What follows belongs to an exercise in optimizing a design on an open flow for small area, a short achievable clock period and few clock cycles per item; a production flow would make more cautious choices.
Function was checked by simulation only, so behaviour that the tests miss may differ from the original.
Power and IR drop assume default switching activity.

$ cat run.sh
#!/bin/bash
# synth_recipe.tcl (not shown) runs the flow's synth.tcl, then flattens the netlist and writes it again
# the make line also repeats each setting of config.mk as NAME=value (left out here)
make -C /OpenROAD-flow-scripts/flow DESIGN_CONFIG=/design/flow/config.mk WORK_HOME=/design/flow/orfs CLKGATE_MAP_FILE= SYNTH_SCRIPT=/design/flow/synth_recipe.tcl finish
$ cat config.mk
export PLATFORM = sky130hd
export DESIGN_NAME = ooo_core
export DESIGN_NICKNAME = ooo_core
export VERILOG_FILES = /design/flow/design.v
export SDC_FILE = /design/flow/constraint.sdc
export NUM_CORES = 4
export LEC_CHECK = 0
export CAP_MARGIN = 20
export CORE_MARGIN = 2
export CORE_UTILIZATION = 40
export SLEW_MARGIN = 20
$ cat constraint.sdc
create_clock -name core_clock -period 6.5 [get_ports {clk}]
set_input_delay 1.3000 -clock core_clock [delete_from_list [all_inputs] [get_ports {clk}]]
set_output_delay 1.3000 -clock core_clock [all_outputs]
set_load 0.01 [all_outputs]
$ cat design.v
`default_nettype none
package rob_pkg;
    localparam int ROB_DEPTH = 8;
    localparam int ROB_TAG_W = $clog2(ROB_DEPTH);
    localparam int DATA_W    = 32;
    localparam int REG_IDX_W = 5;
    localparam int OP_W      = 3;
    typedef logic [DATA_W-1:0]    data_t;
    typedef logic [REG_IDX_W-1:0] reg_idx_t;
    typedef logic [ROB_TAG_W-1:0] rob_tag_t;
    typedef logic [OP_W-1:0]      op_t;
    localparam op_t OP_ADD = 3'd0;
    localparam op_t OP_SUB = 3'd1;
    localparam op_t OP_AND = 3'd2;
    localparam op_t OP_OR  = 3'd3;
    localparam op_t OP_XOR = 3'd4;
    localparam op_t OP_SLL = 3'd5;
    localparam op_t OP_SRL = 3'd6;
    localparam op_t OP_MUL = 3'd7;
    typedef struct packed {
        op_t      op;
        reg_idx_t rdst;
        data_t    a;
        data_t    b;
    } dispatch_req_t;
    typedef struct packed {
        logic     valid;
        op_t      op;
        rob_tag_t tag;
        data_t    a;
        data_t    b;
    } issue_req_t;
    typedef struct packed {
        logic     valid;
        rob_tag_t tag;
        data_t    data;
    } cdb_t;
    typedef struct packed {
        reg_idx_t rdst;
        rob_tag_t tag;
        data_t    data;
    } retire_t;
endpackage
`default_nettype wire
`timescale 1ns/1ps
`default_nettype none
module op_decode (
    input  wire logic                   clk,
    input  wire logic                   i_arst_n,
    input  wire logic                   i_disp_valid,
    input  wire rob_pkg::dispatch_req_t i_disp,
    output logic                        o_disp_ready,
    input  wire logic                   i_rob_full,
    input  wire rob_pkg::rob_tag_t      i_alloc_tag,
    output logic                        o_alloc_valid,
    output rob_pkg::reg_idx_t           o_alloc_rdst,
    output rob_pkg::issue_req_t         o_alu_issue,
    output rob_pkg::issue_req_t         o_mul_issue
);
    logic              disp_xfer;
    logic              is_mul;
    logic              alu_valid_q;
    logic              mul_valid_q;
    rob_pkg::op_t      op_q;
    rob_pkg::rob_tag_t tag_q;
    rob_pkg::data_t    a_q;
    rob_pkg::data_t    b_q;
    assign o_disp_ready  = ~i_rob_full;
    assign disp_xfer     = i_disp_valid & o_disp_ready;
    assign is_mul        = (i_disp.op == rob_pkg::OP_MUL);
    assign o_alloc_valid = disp_xfer;
    assign o_alloc_rdst  = i_disp.rdst;
    always_ff @(posedge clk or negedge i_arst_n) begin
        if (!i_arst_n) begin
            alu_valid_q <= 1'b0;
            mul_valid_q <= 1'b0;
        end else begin
            alu_valid_q <= disp_xfer & ~is_mul;
            mul_valid_q <= disp_xfer & is_mul;
        end
    end
    always_ff @(posedge clk) begin
        if (disp_xfer) begin
            op_q  <= i_disp.op;
            tag_q <= i_alloc_tag;
            a_q   <= i_disp.a;
            b_q   <= i_disp.b;
        end
    end
    always_comb begin
        o_alu_issue.valid = alu_valid_q;
        o_alu_issue.op    = op_q;
        o_alu_issue.tag   = tag_q;
        o_alu_issue.a     = a_q;
        o_alu_issue.b     = b_q;
        o_mul_issue.valid = mul_valid_q;
        o_mul_issue.op    = op_q;
        o_mul_issue.tag   = tag_q;
        o_mul_issue.a     = a_q;
        o_mul_issue.b     = b_q;
    end
endmodule
`default_nettype wire
`timescale 1ns/1ps
`default_nettype none
module alu_unit (
    input  wire logic                clk,
    input  wire logic                i_arst_n,
    input  wire rob_pkg::issue_req_t i_issue,
    output rob_pkg::cdb_t            o_cdb
);
    logic [4:0]        shamt;
    rob_pkg::data_t    result;
    logic              valid_q;
    rob_pkg::rob_tag_t tag_q;
    rob_pkg::data_t    data_q;
    assign shamt = i_issue.b[4:0];
    always_comb begin
        case (i_issue.op)
            rob_pkg::OP_ADD: result = i_issue.a + i_issue.b;
            rob_pkg::OP_SUB: result = i_issue.a - i_issue.b;
            rob_pkg::OP_AND: result = i_issue.a & i_issue.b;
            rob_pkg::OP_OR:  result = i_issue.a | i_issue.b;
            rob_pkg::OP_XOR: result = i_issue.a ^ i_issue.b;
            rob_pkg::OP_SLL: result = i_issue.a << shamt;
            rob_pkg::OP_SRL: result = i_issue.a >> shamt;
            default:         result = '0;
        endcase
    end
    always_ff @(posedge clk or negedge i_arst_n) begin
        if (!i_arst_n) begin
            valid_q <= 1'b0;
        end else begin
            valid_q <= i_issue.valid;
        end
    end
    always_ff @(posedge clk) begin
        if (i_issue.valid) begin
            tag_q  <= i_issue.tag;
            data_q <= result;
        end
    end
    assign o_cdb.valid = valid_q;
    assign o_cdb.tag   = tag_q;
    assign o_cdb.data  = data_q;
endmodule
`default_nettype wire
`timescale 1ns/1ps
`default_nettype none
module mul_unit #(
    parameter int P_MUL_STAGES = 3
) (
    input  wire logic                clk,
    input  wire logic                i_arst_n,
    input  wire rob_pkg::issue_req_t i_issue,
    output rob_pkg::cdb_t            o_cdb
);
    rob_pkg::data_t    pp_d [4];
    rob_pkg::data_t    pp_q [4];
    logic              valid_q [1:P_MUL_STAGES];
    rob_pkg::rob_tag_t tag_q [1:P_MUL_STAGES];
    rob_pkg::data_t    data_q [2:P_MUL_STAGES];
    always_comb begin
        logic [39:0] part;
        for (int k = 0; k < 4; k++) begin
            part    = 40'(i_issue.a) * 40'(i_issue.b[8*k +: 8]);
            pp_d[k] = rob_pkg::data_t'(part << (8 * k));
        end
    end
    always_ff @(posedge clk or negedge i_arst_n) begin
        if (!i_arst_n) begin
            for (int s = 1; s <= P_MUL_STAGES; s++) begin
                valid_q[s] <= 1'b0;
            end
        end else begin
            valid_q[1] <= i_issue.valid;
            for (int s = 2; s <= P_MUL_STAGES; s++) begin
                valid_q[s] <= valid_q[s-1];
            end
        end
    end
    always_ff @(posedge clk) begin
        for (int k = 0; k < 4; k++) begin
            pp_q[k] <= pp_d[k];
        end
        tag_q[1] <= i_issue.tag;
        data_q[2] <= pp_q[0] + pp_q[1] + pp_q[2] + pp_q[3];
        tag_q[2]  <= tag_q[1];
        for (int s = 3; s <= P_MUL_STAGES; s++) begin
            data_q[s] <= data_q[s-1];
            tag_q[s]  <= tag_q[s-1];
        end
    end
    assign o_cdb.valid = valid_q[P_MUL_STAGES];
    assign o_cdb.tag   = tag_q[P_MUL_STAGES];
    assign o_cdb.data  = data_q[P_MUL_STAGES];
endmodule
`default_nettype wire
`timescale 1ns/1ps
`default_nettype none
module reorder_buffer (
    input  wire logic              clk,
    input  wire logic              i_arst_n,
    input  wire logic              i_alloc_valid,
    input  wire rob_pkg::reg_idx_t i_alloc_rdst,
    output rob_pkg::rob_tag_t      o_alloc_tag,
    output logic                   o_full,
    input  wire rob_pkg::cdb_t     i_cdb_alu,
    input  wire rob_pkg::cdb_t     i_cdb_mul,
    output logic                   o_ret_valid,
    output rob_pkg::retire_t       o_ret,
    input  wire logic              i_ret_ready
);
    localparam int CNT_W = $clog2(rob_pkg::ROB_DEPTH + 1);
    logic [rob_pkg::ROB_DEPTH-1:0] ent_valid;
    logic [rob_pkg::ROB_DEPTH-1:0] ent_done;
    rob_pkg::reg_idx_t             ent_rdst [rob_pkg::ROB_DEPTH];
    rob_pkg::data_t                ent_data [rob_pkg::ROB_DEPTH];
    rob_pkg::rob_tag_t head_q;
    rob_pkg::rob_tag_t tail_q;
    logic [CNT_W-1:0]  count_q;
    logic              alloc;
    logic              retire;
    assign o_full      = (count_q == CNT_W'(rob_pkg::ROB_DEPTH));
    assign o_alloc_tag = tail_q;
    assign alloc  = i_alloc_valid & ~o_full;
    assign retire = o_ret_valid & i_ret_ready;
    assign o_ret_valid = ent_valid[head_q] & ent_done[head_q];
    assign o_ret.rdst  = ent_rdst[head_q];
    assign o_ret.tag   = head_q;
    assign o_ret.data  = ent_data[head_q];
    always_ff @(posedge clk or negedge i_arst_n) begin
        if (!i_arst_n) begin
            head_q  <= '0;
            tail_q  <= '0;
            count_q <= '0;
        end else begin
            if (alloc) begin
                tail_q <= tail_q + 1'b1;
            end
            if (retire) begin
                head_q <= head_q + 1'b1;
            end
            case ({alloc, retire})
                2'b10:   count_q <= count_q + 1'b1;
                2'b01:   count_q <= count_q - 1'b1;
                default: count_q <= count_q;
            endcase
        end
    end
    always_ff @(posedge clk or negedge i_arst_n) begin
        if (!i_arst_n) begin
            ent_valid <= '0;
            ent_done  <= '0;
        end else begin
            for (int i = 0; i < rob_pkg::ROB_DEPTH; i++) begin
                if (retire && head_q == rob_pkg::rob_tag_t'(i)) begin
                    ent_valid[i] <= 1'b0;
                    ent_done[i]  <= 1'b0;
                end else if (alloc && tail_q == rob_pkg::rob_tag_t'(i)) begin
                    ent_valid[i] <= 1'b1;
                    ent_done[i]  <= 1'b0;
                end else if ((i_cdb_alu.valid && i_cdb_alu.tag == rob_pkg::rob_tag_t'(i)) ||
                             (i_cdb_mul.valid && i_cdb_mul.tag == rob_pkg::rob_tag_t'(i))) begin
                    ent_done[i] <= 1'b1;
                end
            end
        end
    end
    always_ff @(posedge clk) begin
        for (int i = 0; i < rob_pkg::ROB_DEPTH; i++) begin
            if (alloc && tail_q == rob_pkg::rob_tag_t'(i)) begin
                ent_rdst[i] <= i_alloc_rdst;
            end
            if (i_cdb_alu.valid && i_cdb_alu.tag == rob_pkg::rob_tag_t'(i)) begin
                ent_data[i] <= i_cdb_alu.data;
            end else if (i_cdb_mul.valid && i_cdb_mul.tag == rob_pkg::rob_tag_t'(i)) begin
                ent_data[i] <= i_cdb_mul.data;
            end
        end
    end
endmodule
`default_nettype wire
`timescale 1ns/1ps
`default_nettype none
module ooo_core_top #(
    parameter int P_MUL_STAGES = 3
) (
    input  wire logic                   clk,
    input  wire logic                   i_arst_n,
    input  wire logic                   i_disp_valid,
    input  wire rob_pkg::dispatch_req_t i_disp,
    output logic                        o_disp_ready,
    output logic                        o_ret_valid,
    output rob_pkg::retire_t            o_ret,
    input  wire logic                   i_ret_ready
);
    logic                rob_full;
    rob_pkg::rob_tag_t   alloc_tag;
    logic                alloc_valid;
    rob_pkg::reg_idx_t   alloc_rdst;
    rob_pkg::issue_req_t alu_issue;
    rob_pkg::issue_req_t mul_issue;
    rob_pkg::cdb_t       cdb_alu;
    rob_pkg::cdb_t       cdb_mul;
    op_decode u_op_decode (
        .clk           (clk),
        .i_arst_n      (i_arst_n),
        .i_disp_valid  (i_disp_valid),
        .i_disp        (i_disp),
        .o_disp_ready  (o_disp_ready),
        .i_rob_full    (rob_full),
        .i_alloc_tag   (alloc_tag),
        .o_alloc_valid (alloc_valid),
        .o_alloc_rdst  (alloc_rdst),
        .o_alu_issue   (alu_issue),
        .o_mul_issue   (mul_issue)
    );
    alu_unit u_alu_unit (
        .clk      (clk),
        .i_arst_n (i_arst_n),
        .i_issue  (alu_issue),
        .o_cdb    (cdb_alu)
    );
    mul_unit #(
        .P_MUL_STAGES (P_MUL_STAGES)
    ) u_mul_unit (
        .clk      (clk),
        .i_arst_n (i_arst_n),
        .i_issue  (mul_issue),
        .o_cdb    (cdb_mul)
    );
    reorder_buffer u_reorder_buffer (
        .clk           (clk),
        .i_arst_n      (i_arst_n),
        .i_alloc_valid (alloc_valid),
        .i_alloc_rdst  (alloc_rdst),
        .o_alloc_tag   (alloc_tag),
        .o_full        (rob_full),
        .i_cdb_alu     (cdb_alu),
        .i_cdb_mul     (cdb_mul),
        .o_ret_valid   (o_ret_valid),
        .o_ret         (o_ret),
        .i_ret_ready   (i_ret_ready)
    );
endmodule
`default_nettype wire
`timescale 1ns/1ps
`default_nettype none
module ooo_core (
    input  wire logic        clk,
    input  wire logic        i_arst_n,
    input  wire logic        i_disp_valid,
    input  wire logic [2:0]  i_disp_op,
    input  wire logic [4:0]  i_disp_rdst,
    input  wire logic [31:0] i_disp_a,
    input  wire logic [31:0] i_disp_b,
    output logic             o_disp_ready,
    output logic             o_ret_valid,
    output logic [4:0]       o_ret_rdst,
    output logic [2:0]       o_ret_tag,
    output logic [31:0]      o_ret_data,
    input  wire logic        i_ret_ready
);
    rob_pkg::dispatch_req_t disp;
    rob_pkg::retire_t       ret;
    assign disp.op   = i_disp_op;
    assign disp.rdst = i_disp_rdst;
    assign disp.a    = i_disp_a;
    assign disp.b    = i_disp_b;
    assign o_ret_rdst = ret.rdst;
    assign o_ret_tag  = ret.tag;
    assign o_ret_data = ret.data;
    ooo_core_top #(
        .P_MUL_STAGES (3)
    ) u_core (
        .clk          (clk),
        .i_arst_n     (i_arst_n),
        .i_disp_valid (i_disp_valid),
        .i_disp       (disp),
        .o_disp_ready (o_disp_ready),
        .o_ret_valid  (o_ret_valid),
        .o_ret        (ret),
        .i_ret_ready  (i_ret_ready)
    );
endmodule
`default_nettype wire
==> metrics.cfg <==
[place]
dp_hpwl_um = 103000
io_buffer_count = 117
gp_congestion = 0.969
pre_cts_ws_ns = 0.639
placed_cells_incl_taps = 5670
place_area_sq_um = 47700

[global_routing]
antenna_found_initial = 12
grt_pass1_wl_um = 214000
grt_overflow = 0
grt_max_degree = 60
track_usage = 0.254
grt_pass1_vias = 32809

[sta]
fin_ws_ns = 0.510
post-route-min-period_ns = 5.99
clock_skew_ns = 0.0432
max_freq_mhz = 167
slew_viol_final = 0
fin_crit_sh = 0.922
grt_setup_unrepaired = no
setup_viol = 0
fin_tns_setup_ns = 0
tightest_slew_ns = 1.06
max_slew_margin = 0.294
hold_viol_final = 0

[synthesis]
ys.flop_type = edfxtp_1
synth_enable_flop_cells = 401
synth-async-reset-ratio = 0.0546
synth.ff_latch_count = 586
avgSynthCellArea_sq_um = 10.7
synthCells = 4171
synth_fp_nets = 4876
ys_seq_area_frac = 0.357
ys.warnings.count = 11
ys_types = 87
syn-cell-area_sq_um = 44500

[floorplan]
initial_core_util = 0.403
io_pins = 118
die_y_um = 338
die_x_um = 338
row_count = 122
dieArea_sq_um = 114000
core-area_sq_um = 111000

[routing]
wl_per_cell_um = 25.0
drc = 0
via_count = 32806
drtIter0Drc = 3283
ant_nets = 0
viasPerCell = 5.66
wirelength_um = 145000
firstDrtPassIters = 9

[flow_run]
maxCapViolations = 0

[cts]
clock_sinks = 586
clockBufferDepth = 3
root_buffer = clkbuf_16
holdBufCountCts = 0
htreeDepth = 3
cts_tree = yes
cts_made_buffers = 67
cts_resized = 0
post_cts.repair.setup_buffers = 0
path_clk_slew_ns = 0.07
clkLatencyLatePin_ns = 0.66

[layout]
final_cell_mix = nor2_1, inv_1, edfxtp_1
n_fill_cell = 10454
drive_gt1_frac = 0.152
fin_cells = 5795
finish.instance_area_sq_um = 50000
nets = 4956
final_common_cell = nor2_1
regArea_sq_um = 15900
area_growth_pct = 12.3
multi_input_area_sq_um = 26200

[worst_setup_path]
crit_path_max_fanout = 15
worstPathRequired_ns = 7.01
startpoint_type = flop
critical_path_class = reg2reg
endpoint_kind = flop
arrival_ns = 6.50

[pwr]
max-vdd-ir-drop_mv = 0.602
powerDensity_nw_per_um2 = 614
p_leak_nw = 20.5

[outcome]
status = complete, no violations

[hold_path]
hold_class = reg2reg

stage by stage:
stage | hold slack [ns] | total power [mW] | utilization
floorplan | 0.310 | 19.8 | -
global placement | 0.311 | 26.4 | 0.432
CTS | 0.324 | 30.7 | 0.453
global route | 0.329 | 33.0 | 0.453
detailed placement | 0.312 | 26.5 | 0.432
finish | 0.319 | 30.7 | 0.453
final timing paths:
path / end / cells after the start / startpoint / slack, ns
worst max-delay path: u_core.u_mul_unit.pp_q[0][31]$_DFF_P_ / 17 / u_core.u_op_decode.b_q[7]$_DFFE_PP_ / 0.51
worst min-delay path: u_core.u_mul_unit.data_q[3][6]$_DFF_P_ / 0 / u_core.u_mul_unit.data_q[2][6]$_DFF_P_ / 0.32
worst max register to register: u_core.u_mul_unit.pp_q[0][31]$_DFF_P_ / 17 / u_core.u_op_decode.b_q[7]$_DFFE_PP_ / 0.51
worst min register to register: u_core.u_mul_unit.data_q[3][6]$_DFF_P_ / 0 / u_core.u_mul_unit.data_q[2][6]$_DFF_P_ / 0.32
max in group asynchronous: u_core.u_reorder_buffer.head_q[2]$_DFFE_PN0P_ / 2 / i_arst_n / 5.07
min in group asynchronous: u_core.u_reorder_buffer.count_q[1]$_DFFE_PN0P_ / 2 / i_arst_n / 1.08
report_power, final:
part           total, mW  internal, mW  switching, mW
combinational       20.5          8.59           11.9
clock               3.95          2.21           1.74
sequential          6.30          5.46          0.838
critical path, stage by stage, from the launching register on:
cell and delay [ns]:
edfxtp_1 0.59, inv_1 0.28, buf_4 0.29, nor2_1 0.09
fa_1 0.53, fa_1 0.44, fa_1 0.53, fa_1 0.47
ha_1 0.40, nand2_1 0.14, nor3_1 0.28, nand3_1 0.14
a211oi_1 0.68, o311ai_1 0.21, a21oi_1 0.37, a211o_1 0.18
a21oi_1 0.08, xnor2_1 0.13
cell type report:
type	instances	area share
clock inverters	39	0.00933
flip-flops and latches	586	0.318
multi-input cells	2921	0.524
inverters	429	0.0322
repair buffers	246	0.0428
clock buffers	84	0.0364
diodes	2	0.000100
well taps	1488	0.0372
layer usage:
metal	routed length (um)	vias to the layer above	GRT usage
li1	-	14546	-
met1	59600	16440	0.338
met3	11700	359	0.0484
met2	65600	1455	0.401
met5	41	-	0
met4	7780	6	0.121
kinds of logic after synthesis:
group / after synthesis / synth area share
compound gates: 613 / 0.0973
xor+xnor: 185 / 0.0365
fa+ha+maj: 629 / 0.238
buf+inv: 664 / 0.0567
flops: 586 / 0.357
mux: 436 / 0.116
simple gates: 1058 / 0.0988
cells in the mapped netlist (all sizes together) (64+ instances only):
cell type  count  area [sq um]
nand2        337          1260
inv          414          1550
o21ai        123           619
xnor2        149          1310
mux2i         71           711
mux2         334          3760
buf           64           273
fa           361          7230
a21oi        114           582
dfxtp        153          3060
ha           268          3350
edfxtp       401         12000
nor2         541          2030
clkbuf       171           642
sequential cells by signal (all words and copies together), names as in the netlist, 9 cells and up:
name                              flops
u_core.u_alu_unit.data_q             32
u_core.u_mul_unit.data_q             64
u_core.u_mul_unit.pp_q               80
u_core.u_mul_unit.tag_q               9
u_core.u_op_decode.a_q               32
u_core.u_op_decode.b_q               32
u_core.u_reorder_buffer.ent_data    256
u_core.u_reorder_buffer.ent_rdst     40
Testbench counts, summed over its fixed seeds: cycles 9,171, items 8,000.

[what the ideal ports hide]
Ports are ideal in the flow. The routed layout listed here was re-timed in OpenROAD. Step 1 (the two cells are an assumption about what drives the block):
set clk [get_ports {clk}]
set_driving_cell -lib_cell sky130_fd_sc_hd__clkbuf_16 $clk
set_driving_cell -lib_cell sky130_fd_sc_hd__buf_2 [delete_from_list [all_inputs] $clk]
Step 2 times the ports against the registers' clock, not the clock port: input delays grow and output delays shrink by t, the midpoint of the rising clock arrivals with the driver on. a / b / c = no drivers / after step 1 / after step 2; a / b = the first two.
t, ns: 0.709
setup slack, ns: 0.510 / 0.510 / 0.510
worst hold slack (ns): 0.319 / 0.319 / 0.319
After both steps this run still meets setup and hold. The setup slack of this run moves by 0.000 ns with the drivers and by 0.000 ns with both steps.
